What follows belongs to an exercise in optimizing a design on an open flow for small area, a short achievable clock period and few clock cycles per item; a production flow would make more cautious choices. In this exercise RTL edits were held to simulation tests only and were not proved equivalent to the original.

==> flow/design.v (excerpt) <==
module rv_core_top (
    input  logic               clk_i,
    input  logic               rst_ni,
    input  logic               insn_valid_i,
    input  rv_core_pkg::insn_t insn_i,
    output logic               insn_credit_o,
    output logic               res_valid_o,
    output rv_core_pkg::res_t  res_o,
    input  logic               res_credit_i
);
    localparam logic [1:0] C_OP  = 2'd0;
    localparam logic [1:0] C_IMM = 2'd1;
    localparam logic [1:0] C_LUI = 2'd2;
    localparam logic [1:0] C_ILL = 2'd3;
    logic        e_v;
    logic [31:0] alu;
    logic        o_v;
    logic [31:0] o_data;
    logic [4:0]  o_rd;
    logic        o_ill;
    logic        o_we;
    logic [1:0]  cred_q;
    logic [1:0]  cred_d;
    logic        send;         
    logic        o_free;
    logic        o_v_d;
    assign o_free        = ~o_v | send;
    assign res_valid_o   = send;
    assign insn_credit_o = send;
    assign res_o         = {o_ill, o_we, o_rd, o_data};
    assign cred_d        = cred_q + {1'b0, res_credit_i} - {1'b0, send};
    assign o_v_d         = o_free ? e_v : o_v;
    always_ff @(posedge clk_i or negedge rst_ni) begin
        if (!rst_ni) begin
            cred_q <= 2'd2;
            o_v    <= 1'b0;
            send   <= 1'b0;
        end else begin
            cred_q <= cred_d;
            o_v    <= o_v_d;
            send   <= o_v_d & (cred_d != 2'd0);
        end
    end
    logic        q0_v, q1_v, q2_v;
    logic [26:0] q0, q1, q2;       
    logic [26:0] q0_d;
    logic [31:1] q0_s1, q0_s2;     
    logic [1:0]  in_cls;
    logic [26:0] in_w;
    logic        disp;
    always_comb begin
        unique case (insn_i[6:0])
            rv_core_pkg::OPC_OP:     in_cls = C_OP;
            rv_core_pkg::OPC_OP_IMM: in_cls = C_IMM;
            rv_core_pkg::OPC_LUI:    in_cls = C_LUI;
            default:                 in_cls = C_ILL;
        endcase
    end
    assign in_w = {in_cls, insn_i[31:7]};
    assign disp = q0_v & ~r_wait & (cred_q[1] | (cred_q[0] & ~send) | ~(e_v | (o_v & ~send)));
    always_ff @(posedge clk_i or negedge rst_ni) begin
        if (!rst_ni) begin
            q0_v <= 1'b0;
            q1_v <= 1'b0;
            q2_v <= 1'b0;
        end else if (disp) begin
            q0_v <= q1_v | insn_valid_i;
  ...
For scale: about 1300 flip-flops, ~77 I/O pins.
clock: 6.5 ns
lec_check: 0
abc_clock_period_in_ps: 3000
cap_margin: 20
core_margin: 2
core_utilization: 60
setup_slack_margin: 3.8
slew_margin: 20
tns_end_percent: 0
run.sh (not shown) runs the stock make flow with config.mk's settings and CLKGATE_MAP_FILE= SYNTH_SCRIPT=/design/flow/synth_recipe.tcl, a recipe that flattens the netlist after the stock synthesis.
Testbench counts at the start, summed over its fixed seeds: cycles 24,363, items 24,000.
Then changed:
--- a/flow/design.v
+++ b/flow/design.v
@@ -181,12 +181,13 @@
     logic [31:0] r_imm;
     logic        r_arith;      
     logic        r_isop;
     logic [31:0] rf1, rf2;
     logic        hit1, hit2;       
     logic        hitw1, hitw2;     
+    logic        hit1_d, hit2_d, hitw1_d, hitw2_d;
     logic [31:0] old1, old2;
     logic        r_wait;
     logic [4:0]  sh_d;
     logic        d_sub, d_slt, d_sltu, d_xor, d_or, d_and, d_sr, d_sra, d_sll, d_add, d_inv;
     logic [31:0] ea_d, eb_d;
     logic [31:0] ea, eb;
@@ -209,16 +210,31 @@
         rf2 = '0;
         for (int i = 1; i < 32; i++) begin
             if (q0_s1[i]) rf1 = rf1 | regs[i];
             if (q0_s2[i]) rf2 = rf2 | regs[i];
         end
     end
-    assign hit1  = e_v & e_wr & (e_rd == r_rs1);
-    assign hit2  = e_v & e_wr & (e_rd == r_rs2);
-    assign hitw1 = w_v & w_wr & (w_rd == r_rs1);
-    assign hitw2 = w_v & w_wr & (w_rd == r_rs2);
+    always_comb begin
+        logic       ld;
+        logic [4:0] n1, n2;
+        logic       r_wr;
+        ld   = disp | ~q0_v;
+        n1   = ld ? q0_d[19-7:15-7] : r_rs1;
+        n2   = ld ? q0_d[24-7:20-7] : r_rs2;
+        r_wr = (r_cls != C_ILL) & (r_rd != 5'd0);
+        hit1_d  = disp & r_wr & (r_rd == n1);
+        hit2_d  = disp & r_wr & (r_rd == n2);
+        hitw1_d = e_v & e_wr & (e_rd == n1);
+        hitw2_d = e_v & e_wr & (e_rd == n2);
+    end
+    always_ff @(posedge clk_i) begin
+        hit1  <= hit1_d;
+        hit2  <= hit2_d;
+        hitw1 <= hitw1_d;
+        hitw2 <= hitw2_d;
+    end
     assign old1  = hitw1 ? w_data : rf1;
     assign old2  = hitw2 ? w_data : rf2;
     always_comb begin
         d_sub  = 1'b0; d_slt = 1'b0; d_sltu = 1'b0; d_xor = 1'b0; d_or = 1'b0;
         d_and  = 1'b0; d_sr  = 1'b0; d_sra  = 1'b0; d_sll = 1'b0; d_add = 1'b0;
         if (r_arith) begin
=> Sequential cell count went up by 4. Count of clock-buffer cells in the layout goes up by 14. Routed wire length fell by about 2%. Via count goes down by about 0.7%. Final area shrinks by 1.1%.
Testbench counts after the change, summed over its fixed seeds: cycles 24,363, items 24,000.

static timing again, ports no longer ideal:
No port has a modelled driver above. Below, the same layouts with a new extraction and two added sets of constraints.
Step 1 (the two cells are an assumption about what drives the block):
set clk [get_ports {clk_i}]
set_driving_cell -lib_cell sky130_fd_sc_hd__clkbuf_16 $clk
set_driving_cell -lib_cell sky130_fd_sc_hd__buf_2 [delete_from_list [all_inputs] $clk]
Step 2 also shifts input and output timing later by t, the mid clock arrival at the registers, as if the neighbouring blocks saw the same clock.
Three values: ideal, step 1, step 2; two values: the first two.
run | shift t [ns] | slack for setup (ns) | worst setup path after step 2 | slew at the worst register clock pin (ns) | pins driven straight from the clock port
the first run | 0.849 | 3.261 / 3.261 / 3.261 | register to register | 0.07 / 0.07 | 1
the second run | 0.846 | 3.200 / 3.200 / 3.200 | register to register | 0.07 / 0.07 | 1
After both steps every run listed still meets setup and hold.
